From an optimization exercise on the open Yosys and OpenROAD flow, aimed at small area; shortcuts taken in it are not production practice. RTL that was checked went through simulation tests only; none was proved equivalent to the original. Power and IR drop assume default switching activity.

==> run a: inputs <==
## issue_stage
module issue_stage (
    input  logic                          clk,
    input  logic                          reset,
    input  logic                          stall,
    input  logic                          flush,
    input  logic [135:0]                  in_data,
    input  logic [1:0]                    hit,
    output logic                          full,
    output logic [19:0]                   reg_addr,
    input  logic [127:0]                  reg_data,
    input  logic [3:0]                    reg_ready,
    output logic [247:0]                  issue_out,
    output logic [32-1:0] single_count,
    output logic [32-1:0] dual_count
);
==> module issue_stage, before the edit <==
module issue_stage (
    input  logic                          clk,
    input  logic                          reset,
    input  logic                          stall,
    input  logic                          flush,
    input  logic [135:0]                  in_data,
    input  logic [1:0]                    hit,
    output logic                          full,
    output logic [19:0]                   reg_addr,
    input  logic [127:0]                  reg_data,
    input  logic [3:0]                    reg_ready,
    output logic [247:0]                  issue_out,
    output logic [32-1:0] single_count,
    output logic [32-1:0] dual_count
);
    logic [3:0][67:0] ebank;
    logic [3:0][67:0] obank;
    logic [2:0]       head;
    logic [3:0]       cnt;
    logic [2:0] tail;
    logic       accept;
    logic [67:0] ebus, obus;
    logic [3:0]  we_e, we_o;
    assign tail = head + cnt[2:0];
    always_comb
    begin
        case (hit)
            2'b11:   full = cnt[3] || (cnt[2:0] == 3'd7);
            2'b10:   full = cnt[3];
            2'b01:   full = cnt[3];
            default: full = 1'b0;
        endcase
    end
    assign accept = !full && !flush;
    assign ebus = (!tail[0] && hit[1]) ? in_data[135:68] : in_data[67:0];
    assign obus = ( tail[0] && hit[1]) ? in_data[135:68] : in_data[67:0];
    always_comb
    begin
        for (int j = 0; j < 4; j++)
        begin
            we_e[j] = accept && (((tail == 3'(2*j)) && hit != 2'b00) ||
                                 ((tail == 3'(2*j-1)) && hit == 2'b11));
            we_o[j] = accept && (((tail == 3'(2*j+1)) && hit != 2'b00) ||
                                 ((tail == 3'(2*j)) && hit == 2'b11));
        end
    end
    always_ff @(posedge clk)
    begin
        for (int j = 0; j < 4; j++)
        begin
            ebank[j] <= ({68{we_e[j]}} & ebus) | ({68{!we_e[j]}} & ebank[j]);
            obank[j] <= ({68{we_o[j]}} & obus) | ({68{!we_o[j]}} & obank[j]);
        end
    end
    logic [1:0]  re_idx;
    logic [67:0] e_rd, o_rd;
    issue_pkg::decode_data_t ea, eb;
    logic va, vb;
    assign re_idx = head[2:1] + {1'b0, head[0]};
    assign e_rd = ebank[re_idx];
    assign o_rd = obank[head[2:1]];
    assign ea = head[0] ? o_rd : e_rd;
    assign eb = head[0] ? e_rd : o_rd;
    assign va = cnt != 4'd0;
    assign vb = cnt[3] || cnt[2] || cnt[1];
    assign reg_addr = {va ? ea.srcrega : 5'd0, va ? ea.srcregb : 5'd0,
                       vb ? eb.srcrega : 5'd0, vb ? eb.srcregb : 5'd0};
    logic ctrl_a, ctrl_b, mem_a, mem_b, raw, en_a, en_b;
    assign ctrl_a = ea.op == issue_pkg::OP_BRANCH || ea.op == issue_pkg::OP_JUMP ||
                    ea.op == issue_pkg::OP_JAL;
    assign ctrl_b = eb.op == issue_pkg::OP_BRANCH || eb.op == issue_pkg::OP_JUMP ||
                    eb.op == issue_pkg::OP_JAL;
    assign mem_a = ea.op == issue_pkg::OP_LOAD || ea.op == issue_pkg::OP_STORE;
    assign mem_b = eb.op == issue_pkg::OP_LOAD || eb.op == issue_pkg::OP_STORE;
    assign raw = ea.writes_dest && (ea.destreg == eb.srcrega || ea.destreg == eb.srcregb);
    assign en_a = va && !(ctrl_a && !vb);
    assign en_b = en_a && vb && !(ctrl_b || (mem_a && mem_b) || raw ||
                                  ea.op == issue_pkg::OP_PRIV || eb.op == issue_pkg::OP_PRIV ||
                                  (ea.op == issue_pkg::OP_MULDIV && eb.op == issue_pkg::OP_MULDIV));
    logic [1:0] n_enq;
    logic [3:0] cnt_enq, cnt_m1, cnt_m2;
    logic       go;
    assign n_enq   = accept ? {hit[1] && hit[0], hit[1] ^ hit[0]} : 2'd0;
    assign cnt_enq = cnt + {2'b0, n_enq};
    assign cnt_m1  = cnt_enq - 4'd1;
    assign cnt_m2  = cnt_enq - 4'd2;
    assign go      = !stall && en_a;
    always_ff @(posedge clk)
    begin
        if (!reset || flush)
        begin
            head <= '0;
            cnt  <= '0;
        end
        else if (!go)
            cnt <= cnt_enq;
        else if (en_b)
        begin
            head <= head + 3'd2;
            cnt  <= cnt_m2;
        end
        else
        begin
            head <= head + 3'd1;
            cnt  <= cnt_m1;
        end
    end
    issue_pkg::issue_data_t sa, sb, oa, ob;
    always_comb
    begin
        sa.op          = ea.op;
        sa.destreg     = ea.destreg;
        sa.writes_dest = ea.writes_dest;
        sa.pc          = ea.pc;
        sa.imm         = ea.imm;
        sa.rs_val      = reg_data[127:96];
        sa.rs_ready    = reg_ready[3];
        if (ea.op == issue_pkg::OP_JAL)
        begin
            sa.rt_val   = ea.pc + 32'd8;
            sa.rt_ready = 1'b1;
        end
        else
        begin
            sa.rt_val   = reg_data[95:64];
            sa.rt_ready = reg_ready[2];
        end
        sb.op          = eb.op;
        sb.destreg     = eb.destreg;
        sb.writes_dest = eb.writes_dest;
        sb.pc          = eb.pc;
        sb.imm         = eb.imm;
        sb.rs_val      = reg_data[63:32];
        sb.rs_ready    = reg_ready[1];
        sb.rt_val      = reg_data[31:0];
        sb.rt_ready    = reg_ready[0];
    end
    logic hold, load_a, load_b;
    assign hold   = reset && !flush && stall;
    assign load_a = reset && !flush && !stall && en_a;
    assign load_b = reset && !flush && !stall && en_b;
    always_ff @(posedge clk)
    begin
        oa <= ({124{hold}} & oa) | ({124{load_a}} & sa);
        ob <= ({124{hold}} & ob) | ({124{load_b}} & sb);
    end
    assign issue_out = {oa, ob};
    logic inc_d, inc_s;
    logic [32:0] cy_d, cy_s;
    assign inc_d = !stall && !flush && en_a && en_b;
    assign inc_s = !stall && !flush && en_a && !en_b;
    assign cy_d[0] = inc_d;
    assign cy_s[0] = inc_s;
    always_comb
    begin
        for (int i = 0; i < 32; i++)
        begin
            cy_d[i+1] = cy_d[i] && dual_count[i];
            cy_s[i+1] = cy_s[i] && single_count[i];
        end
    end
    always_ff @(posedge clk)
    begin
        dual_count   <= {32{reset}} & (dual_count ^ cy_d[32-1:0]);
        single_count <= {32{reset}} & (single_count ^ cy_s[32-1:0]);
    end
endmodule
clock: 4.2 ns
lec_check: 0
cap_margin: 0
core_margin: 2
core_utilization: 75
place_density: 0.8
slew_margin: 0
standard.sh (not shown) runs the stock make flow with config.mk's settings and CLKGATE_MAP_FILE= SYNTH_SCRIPT=/design/flow/synth_recipe.tcl, a recipe that flattens the netlist after the stock synthesis.
==> flow/flow/run.sh <==
#!/bin/bash
set -euo pipefail
export BUFFER_PORTS_ARGS="-buffer_cell sky130_fd_sc_hd__buf_1"
export CTS_ARGS="-sink_clustering_enable -repair_clock_nets -dont_use_dummy_load -buf_list {sky130_fd_sc_hd__clkbuf_8} -sink_clustering_size 14 -sink_clustering_max_diameter 50"
bash standard.sh > standard_flow.log 2>&1
==> inputs of run b, as changes to run a <==
--- a/flow/design.v
+++ b/flow/design.v
@@ -65,5 +65,5 @@
         endcase
     end
-    assign accept = !full && !flush;
+    assign accept = !full && !flush && reset;
     assign ebus = (!tail[0] && hit[1]) ? in_data[135:68] : in_data[67:0];
     assign obus = ( tail[0] && hit[1]) ? in_data[135:68] : in_data[67:0];
@@ -111,12 +111,7 @@
                                   ea.op == issue_pkg::OP_PRIV || eb.op == issue_pkg::OP_PRIV ||
                                   (ea.op == issue_pkg::OP_MULDIV && eb.op == issue_pkg::OP_MULDIV));
-    logic [1:0] n_enq;
-    logic [3:0] cnt_enq, cnt_m1, cnt_m2;
-    logic       go;
-    assign n_enq   = accept ? {hit[1] && hit[0], hit[1] ^ hit[0]} : 2'd0;
-    assign cnt_enq = cnt + {2'b0, n_enq};
-    assign cnt_m1  = cnt_enq - 4'd1;
-    assign cnt_m2  = cnt_enq - 4'd2;
-    assign go      = !stall && en_a;
+    logic [1:0] n_iss, n_enq;
+    assign n_iss = stall ? 2'd0 : {en_a && en_b, en_a && !en_b};
+    assign n_enq = accept ? {hit[1] && hit[0], hit[1] ^ hit[0]} : 2'd0;
     always_ff @(posedge clk)
     begin
@@ -126,15 +121,8 @@
             cnt  <= '0;
         end
-        else if (!go)
-            cnt <= cnt_enq;
-        else if (en_b)
-        begin
-            head <= head + 3'd2;
-            cnt  <= cnt_m2;
-        end
         else
         begin
-            head <= head + 3'd1;
-            cnt  <= cnt_m1;
+            head <= head + {1'b0, n_iss};
+            cnt  <= cnt - {2'b0, n_iss} + {2'b0, n_enq};
         end
     end
@@ -179,22 +167,18 @@
     end
     assign issue_out = {oa, ob};
-    logic inc_d, inc_s;
-    logic [32:0] cy_d, cy_s;
-    assign inc_d = !stall && !flush && en_a && en_b;
-    assign inc_s = !stall && !flush && en_a && !en_b;
-    assign cy_d[0] = inc_d;
-    assign cy_s[0] = inc_s;
-    always_comb
+    always_ff @(posedge clk)
     begin
-        for (int i = 0; i < 32; i++)
+        if (!reset)
         begin
-            cy_d[i+1] = cy_d[i] && dual_count[i];
-            cy_s[i+1] = cy_s[i] && single_count[i];
+            single_count <= '0;
+            dual_count   <= '0;
+        end
+        else if (!stall && !flush)
+        begin
+            if (en_a && en_b)
+                dual_count <= dual_count + 32'd1;
+            if (en_a && !en_b)
+                single_count <= single_count + 32'd1;
         end
     end
-    always_ff @(posedge clk)
-    begin
-        dual_count   <= {32{reset}} & (dual_count ^ cy_d[32-1:0]);
-        single_count <= {32{reset}} & (single_count ^ cy_s[32-1:0]);
-    end
 endmodule
==> flow/flow/run.sh (replaced) <==
#!/bin/bash
set -euo pipefail
export BUFFER_PORTS_ARGS="-buffer_cell sky130_fd_sc_hd__buf_1"
export CTS_ARGS="-sink_clustering_enable -repair_clock_nets -dont_use_dummy_load"
bash standard.sh > standard_flow.log 2>&1
--- a/flow/config.mk
+++ b/flow/config.mk
@@ -6,7 +6,6 @@
 export NUM_CORES = 4
 export LEC_CHECK = 0
-export CAP_MARGIN = 0
+export CAP_MARGIN = 20
 export CORE_MARGIN = 2
-export CORE_UTILIZATION = 75
-export PLACE_DENSITY = 0.8
-export SLEW_MARGIN = 0
+export CORE_UTILIZATION = 40
+export SLEW_MARGIN = 20
==> inputs of run c, as changes to run a <==
--- a/flow/design.v
+++ b/flow/design.v
@@ -179,22 +179,18 @@
     end
     assign issue_out = {oa, ob};
-    logic inc_d, inc_s;
-    logic [32:0] cy_d, cy_s;
-    assign inc_d = !stall && !flush && en_a && en_b;
-    assign inc_s = !stall && !flush && en_a && !en_b;
-    assign cy_d[0] = inc_d;
-    assign cy_s[0] = inc_s;
-    always_comb
+    always_ff @(posedge clk)
     begin
-        for (int i = 0; i < 32; i++)
+        if (!reset)
         begin
-            cy_d[i+1] = cy_d[i] && dual_count[i];
-            cy_s[i+1] = cy_s[i] && single_count[i];
+            single_count <= '0;
+            dual_count   <= '0;
+        end
+        else if (!stall && !flush)
+        begin
+            if (en_a && en_b)
+                dual_count <= dual_count + 32'd1;
+            if (en_a && !en_b)
+                single_count <= single_count + 32'd1;
         end
     end
-    always_ff @(posedge clk)
-    begin
-        dual_count   <= {32{reset}} & (dual_count ^ cy_d[32-1:0]);
-        single_count <= {32{reset}} & (single_count ^ cy_s[32-1:0]);
-    end
 endmodule
--- a/flow/config.mk
+++ b/flow/config.mk
@@ -6,7 +6,7 @@
 export NUM_CORES = 4
 export LEC_CHECK = 0
-export CAP_MARGIN = 0
+export CAP_MARGIN = 20
 export CORE_MARGIN = 2
 export CORE_UTILIZATION = 75
 export PLACE_DENSITY = 0.8
-export SLEW_MARGIN = 0
+export SLEW_MARGIN = 20
==> inputs of run d, as changes to run a <==
--- a/flow/design.v
+++ b/flow/design.v
@@ -179,22 +179,18 @@
     end
     assign issue_out = {oa, ob};
-    logic inc_d, inc_s;
-    logic [32:0] cy_d, cy_s;
-    assign inc_d = !stall && !flush && en_a && en_b;
-    assign inc_s = !stall && !flush && en_a && !en_b;
-    assign cy_d[0] = inc_d;
-    assign cy_s[0] = inc_s;
-    always_comb
+    always_ff @(posedge clk)
     begin
-        for (int i = 0; i < 32; i++)
+        if (!reset)
         begin
-            cy_d[i+1] = cy_d[i] && dual_count[i];
-            cy_s[i+1] = cy_s[i] && single_count[i];
+            single_count <= '0;
+            dual_count   <= '0;
+        end
+        else if (!stall && !flush)
+        begin
+            if (en_a && en_b)
+                dual_count <= dual_count + 32'd1;
+            if (en_a && !en_b)
+                single_count <= single_count + 32'd1;
         end
     end
-    always_ff @(posedge clk)
-    begin
-        dual_count   <= {32{reset}} & (dual_count ^ cy_d[32-1:0]);
-        single_count <= {32{reset}} & (single_count ^ cy_s[32-1:0]);
-    end
 endmodule
--- a/flow/config.mk
+++ b/flow/config.mk
@@ -6,7 +6,6 @@
 export NUM_CORES = 4
 export LEC_CHECK = 0
-export CAP_MARGIN = 0
+export CAP_MARGIN = 20
 export CORE_MARGIN = 2
-export CORE_UTILIZATION = 75
-export PLACE_DENSITY = 0.8
-export SLEW_MARGIN = 0
+export CORE_UTILIZATION = 60
+export SLEW_MARGIN = 20
==> qor summary <==
quantity                                                             run a                       run b                      run c                      run d
Overall power of the completed layout                              15.6 mW                     21.6 mW                    15.3 mW                    15.5 mW
Run status                                                 failed layout checks    timing/DRC/antenna clean   timing/DRC/antenna clean   timing/DRC/antenna clean
Reasons for failing layout checks                             setup timing                           -                          -                          -
Syn nets                                                              2560                        2679                       2675                       2675
Max_slew headroom                                                    17.0%                       33.5%                      34.5%                      30.1%
Sequential Power Share                                               60.3%                       46.1%                      61.3%                      60.6%
Capturing instance or port of the critical path           single_count[31]                      cnt[3]           single_count[16]                     ob[54]
Met3 Routed Length                                                16900 um                     8190 um                   13300 um                    8490 um
Average instance area after synthesis                            15.7 um^2                   14.7 um^2                  14.7 um^2                  14.7 um^2
Clk root buf                                     sky130_fd_sc_hd__clkbuf_8  sky130_fd_sc_hd__clkbuf_16  sky130_fd_sc_hd__clkbuf_8  sky130_fd_sc_hd__clkbuf_8
Switching part of the total power                                    25.5%                       28.5%                      24.6%                      24.3%
Post-synthesis simple-gate area fraction                             5.03%                       6.19%                      6.14%                      6.14%
Final total negative setup slack                                 -97920 ps                        0 ps                       0 ps                       0 ps
Flip-flop and latch power                                          9.42 mW                     9.97 mW                    9.41 mW                    9.40 mW
Clock network area share                                             2.49%                       5.50%                      2.56%                      2.82%
Total die area                                                  48100 um^2                  90400 um^2                 48600 um^2                 60500 um^2
Global-route wire length before repair                           159000 um                   154000 um                  146000 um                  142000 um
Utilization of the core after routing                                89.6%                       48.1%                      85.6%                      69.3%
Setup WS post-layout                                              -3760 ps                      113 ps                     111 ps                     138 ps
No functional check of the RTL was part of run a and run b.

[afterwards: timing with drivers on the ports]
In the flow no input, the clock included, has a driving cell. The finished layouts below were timed again as built, in two steps. Step 1: set_driving_cell puts a clkbuf_16 on clk and a buf_2 on each other input, an assumption about the parent block. Step 2 also shifts input and output timing later by t, the mid clock arrival at the registers, as if the neighbouring blocks saw the same clock. Three values: ideal ports, drivers, drivers and shift; two values: the first two.
| run | t (ns) | setup slack, ns | worst setup path after step 2 | worst register clock-pin slew, ns |
|---|---|---|---|---|
| run a | 0.762 | -3.760 / -3.760 / -3.760 | register to register | 0.11 / 0.11 |
| run b | 0.686 | 0.113 / 0.113 / 0.113 | register to register | 0.06 / 0.06 |
| run c | 0.730 | 0.111 / 0.111 / 0.111 | register to register | 0.10 / 0.10 |
| run d | 0.730 | 0.138 / 0.138 / 0.138 | register to register | 0.10 / 0.10 |
